This is an optimization exercise on Yosys and OpenROAD, whose aim is small area, not a production implementation. Function was checked by simulation only, so behaviour that the tests miss may differ from the original.

==> flow/design.v, too long to show whole: its modules and the start of the top module <==
// module conv1_weight_regs: 18 lines
// module conv1_line_buffer: 49 lines
// module conv1_inv8: 6 lines
// module conv1_filter_array: 3357 lines
// module conv1_sum_rows: 21 lines
// module conv1_fa: 10 lines
// module conv1_max_pool: 62 lines
// module conv1_top: 72 lines
module conv1_top (
    input  logic         clk_i,
    input  logic         reset_i,
    input  logic         pixel_valid_i,
    input  logic [7:0]   pixel_i,
    input  logic         sof_i,
    input  logic         wght_we_i,
    input  logic [4:0]   wght_addr_i,
    input  logic [7:0]   wght_data_i,
    output logic         pool_valid_o,
    output logic [39:0]  pool_data_o
);
  // ...
==> flow/flow/run.sh <==
#!/bin/bash
# The standard layout (standard.sh) with two changes to its arguments:
#  - the buffer on each input and output port is the smallest buffer, buf_1;
#  - clock tree synthesis adds no dummy loads and clusters up to 16 sinks
#    within 80 um per leaf buffer.
# All of standard.sh's output goes to standard.log in the work folder; ORFS keeps
# each step's own log under orfs/logs/.
set -euo pipefail
export BUFFER_PORTS_ARGS="-buffer_cell sky130_fd_sc_hd__buf_1"
export CTS_ARGS="-sink_clustering_enable -repair_clock_nets -dont_use_dummy_load -sink_clustering_size 16 -sink_clustering_max_diameter 80 -buf_list sky130_fd_sc_hd__clkbuf_8"
bash standard.sh "BUFFER_PORTS_ARGS=$BUFFER_PORTS_ARGS" "CTS_ARGS=$CTS_ARGS" finish > standard.log 2>&1
==> flow/standard.sh <==
#!/bin/bash
# synth_recipe.tcl (not shown) runs the flow's synth.tcl, then flattens the netlist and writes it again
# the make line also repeats each setting of config.mk as NAME=value (left out here)
make -C /OpenROAD-flow-scripts/flow DESIGN_CONFIG=/design/flow/config.mk WORK_HOME=/design/flow/orfs CLKGATE_MAP_FILE= SYNTH_SCRIPT=/design/flow/synth_recipe.tcl "${@:-finish}"
==> flow/config.mk <==
export PLATFORM = sky130hd
export DESIGN_NAME = conv1_top
export DESIGN_NICKNAME = conv1_top
export VERILOG_FILES = /design/flow/design.v
export SDC_FILE = /design/flow/constraint.sdc
export NUM_CORES = 4
export LEC_CHECK = 0
export CAP_MARGIN = 20
export CORE_MARGIN = 2
export CORE_UTILIZATION = 68
export CTS_BUF_LIST = sky130_fd_sc_hd__clkbuf_8
export SLEW_MARGIN = 20
export SYNTH_HIERARCHICAL = 1
export SYNTH_MINIMUM_KEEP_SIZE = 0
==> flow/constraint.sdc <==
create_clock -name core_clock -period 6.5 [get_ports {clk_i}]
set_input_delay 1.3000 -clock core_clock [delete_from_list [all_inputs] [get_ports {clk_i}]]
set_output_delay 1.3000 -clock core_clock [all_outputs]
set_load 0.01 [all_outputs]
==> reports/metrics.cfg, run 1 <==
[setup_path]
r2r_cells=12
crit_required_ns=7.02
crit_arrival_ns=6.73
crit_fanout=7
crit_cells=12
end_kind=flop

[run]
max_cap_viol_count=0

[detailed_routing]
antenna_left=0
wl_mm=147

[final_layout]
clk_share_pct=1.23
buf_share_pct=0.889
utilization_pct=70.2
final_cell_area_um2=46000
layout.cells.non_filler=4374
finalNetCount=4703
final_cell_mix=fa_1, nor2_1, edfxtp_1, inv_1, nand2_1
seq_area_um2=13400
largest_class=multi-input gates

[timing]
clock_skew_ns=0.0977
finalCriticalPeriod_ns=6.21
fmax_ghz=0.161

[placement]
preCtsSetupSlack_ns=0.438
placed_cell_area_um2=45400
dpl.hpwl_mm=125

[floorplanning]
core_um2=65500
start_util_pct=68.5

[outcome]
status=timing/DRC/antenna clean

[clock_network]
tritoncts=done
cts_resized=0
cts_root_buffer=clkbuf_8
cts.sinks=483

[global_routing]
grt_first_pass_wirelength_mm=213
gr-usage-met3_pct=24.4

[hold_path]
min-delay-start=conv1_line_buffer_inst.win_codd_o$_DFF_P_

[logic_synthesis]
ys_warn_count=19

==> run 2: changes to the inputs <==
--- a/flow/config.mk
+++ b/flow/config.mk
@@ -9,3 +9,3 @@
 export CORE_MARGIN = 2
-export CORE_UTILIZATION = 68
+export CORE_UTILIZATION = 55
 export CTS_BUF_LIST = sky130_fd_sc_hd__clkbuf_8
==> reports/metrics.cfg, run 2 <==
[final_layout]
largest_registers=conv1_line_buffer_inst.sr_o x152, conv1_weight_regs_inst.weights_o x144  ; unchanged
layout.cells.non_filler=4605  ; was 4374
largest-register=conv1_line_buffer_inst.sr_o  ; unchanged
largest_reg_flops=152  ; unchanged
finalNetCount=4737  ; was 4703
fillCellCount=6650  ; was 4404
final_common_cell=fa_1  ; unchanged
final_cell_mix=fa_1, nor2_1, edfxtp_1, inv_1, nand2_1  ; unchanged
syn2layout_area_growth_pct=3.73  ; was 2.50%
final_cell_area_um2=46600  ; was 46000 um2
drive_gt1_share_pct=3.87  ; was 2.88%

[clock_network]
tritoncts=done  ; unchanged
post_cts_buffers=0  ; unchanged
htree_levels=2  ; unchanged
cts.sinks=483  ; unchanged
worstSkewPairLatency_ns=0.73  ; was 0.72 ns
clk_pin_slew_ns=0.10  ; about the same
cts_root_buffer=clkbuf_8  ; unchanged
cts_resized=0  ; unchanged
numCtsBuffers=46  ; was 41
cts_buffer_depth=3  ; unchanged
cts-hold-fix-buffers=0  ; unchanged

[setup_path]
start_kind=flop  ; unchanged
crit_required_ns=7.01  ; was 7.02 ns
end_kind=flop  ; unchanged
crit_fanout=7  ; unchanged
worst-setup-path-type=reg -> reg  ; unchanged
slowest_delay_ns=0.66  ; was 0.70 ns
path_buf_inv=1  ; unchanged
worstPathCellList=inv_1 > nor2_1 > fa_1 > fa_1 > fa_1 > fa_1 > fa_1 > fa_1 > fa_1 > fa_1 > fa_1 > fa_1  ; unchanged
cp_top_family=adder cells  ; unchanged
crit_path_frequent_cell=fa_1  ; unchanged
slowest_stage=edfxtp_1  ; unchanged
crit_arrival_ns=6.68  ; was 6.73 ns

[placement]
io_buffers=64  ; unchanged
placed_cell_area_um2=45900  ; was 45400 um2
dp.cells=4557  ; was 4332
dpl.hpwl_mm=130  ; was 125 mm
gp_congestion=1.07  ; was 1.08

[logic_synthesis]
ys_warn_count=19  ; unchanged
syn_area_per_cell_um2=12.6  ; unchanged
post_synth_inst_count=3552  ; unchanged
syn_area_um2=44900  ; unchanged

[timing]
hold_viol=0  ; unchanged
rsz0062_at_grt=false  ; unchanged
hold_slack_ns=0.338  ; was 0.344 ns
setup_tns_ns=0  ; unchanged
fin_crit_sh_pct=95.0  ; was 95.6%
worstMarginPinSlew_ns=1.21  ; was 1.10 ns
timing.slew.headroom_pct=19.3  ; was 26.6%
clock_skew_ns=0.0971  ; was 0.0977 ns
setup_viol=0  ; unchanged
fmax_ghz=0.162  ; was 0.161 GHz
slew_viol_final=0  ; unchanged
finalCriticalPeriod_ns=6.18  ; was 6.21 ns

[global_routing]
grt_first_pass_wirelength_mm=221  ; was 213 mm
grt_max_degree=58  ; was 67
grt_overflow=0  ; unchanged
first_global_vias=30700  ; was 31.5k
grtUsageTotal_pct=38.4  ; was 45.4%
antenna_found_initial=4  ; was 7

[floorplanning]
start_util_pct=55.6  ; was 68.5%
fp.dieW_um=290  ; was 261 um
core_um2=80700  ; was 65500 um2
die_h_um=290  ; was 261 um
fp-row-count=104  ; was 94
ioPinCount=67  ; unchanged
dieArea_um2=83900  ; was 68100 um2

[detailed_routing]
wl_mm=154  ; was 147 mm
vias_per_cell=6.24  ; was 6.69
avgRoutedWirePerCell_um=33.4  ; was 33.5 um
first_pass_iters=6  ; was 8
antenna_left=0  ; unchanged
drt_iter0_drc=3650  ; was 5134
drc_errors=0  ; unchanged
routed-via-count=28700  ; was 29.3k

[outcome]
status=timing/DRC/antenna clean  ; unchanged

[run]
max_cap_viol_count=0  ; unchanged

[hold_path]
hp-class=reg -> reg  ; unchanged

run 2: final cells by class:
cell class	count	area, um2	share of cell area [%]
diodes	2	5.00	0.0107
clock buffers	46	633	1.36
inverters	209	786	1.69
multi-input cells	2690	29800	64.0
flip-flops and latches	483	13400	28.8
well taps	1060	1330	2.85
repair buffers	115	639	1.37
run 2: worst reg2reg max path: stages, from the launching register on:
cell	delay [ns]
edfxtp_1	0.66
inv_1	0.26
nor2_1	0.21
fa_1	0.54
fa_1	0.50
fa_1	0.54
fa_1	0.46
fa_1	0.52
fa_1	0.45
fa_1	0.45
fa_1	0.50
fa_1	0.40
fa_1	0.47
run 2: final timing paths:
check | depth (start not counted) | slack (ns) | end | from
min | 0 | 0.34 | conv1_filter_array_inst.sum_rodd_o$_DFF_P_ | conv1_line_buffer_inst.win_rodd_o$_DFF_P_
max | 12 | 0.32 | conv1_filter_array_inst.sum_a_o[13]$_DFF_P_ | conv1_line_buffer_inst.sr_o[18]$_DFFE_PP_
min reg2reg | 0 | 0.34 | conv1_filter_array_inst.sum_rodd_o$_DFF_P_ | conv1_line_buffer_inst.win_rodd_o$_DFF_P_
max reg2reg | 12 | 0.32 | conv1_filter_array_inst.sum_a_o[13]$_DFF_P_ | conv1_line_buffer_inst.sr_o[18]$_DFFE_PP_
run 2: per-stage QoR:
step	utilization, %	setup slack (ns)
3_5_place_dp	56.9	0.460
6_report	57.7	0.322
5_1_grt	57.7	0.162
4_1_cts	57.7	0.345
2_1_floorplan	-	1.17
3_3_place_gp	56.9	0.460
run 2: routing by layer:
layer / vias up / share of wire [%] / global-route usage (%)
met1: 15300 / 38 / 54.3
li1: 11000 / - / -
met2: 2011 / 42 / 53.7
met5: - / 0.0072 / 0.170
met3: 319 / 16 / 17.6
met4: 2 / 3.8 / 11.6

## afterwards: timing with drivers on the ports
Ports are ideal in the flow. The routed layouts listed here were re-timed in OpenROAD.
Step 1 (the two cells are an assumption about what drives the block):
set clk [get_ports {clk_i}]
set_driving_cell -lib_cell sky130_fd_sc_hd__clkbuf_16 $clk
set_driving_cell -lib_cell sky130_fd_sc_hd__buf_2 [delete_from_list [all_inputs] $clk]
Step 2 times the ports against the registers' clock, not the clock port: input delays grow and output delays shrink by t, the midpoint of the rising clock arrivals with the driver on.
a / b / c = no drivers / after step 1 / after step 2; a / b = the first two.
| run | shift t [ns] | setup slack, ns | hold slack, ns | cell pins on the clock port's net |
|---|---|---|---|---|
| run 1 | 0.742 | 0.288 / 0.288 / 0.288 | 0.344 / 0.344 / 0.344 | 1 |
| run 2 | 0.739 | 0.322 / 0.322 / 0.322 | 0.338 / 0.338 / 0.338 | 1 |
After both steps setup and hold are still met in every run listed.
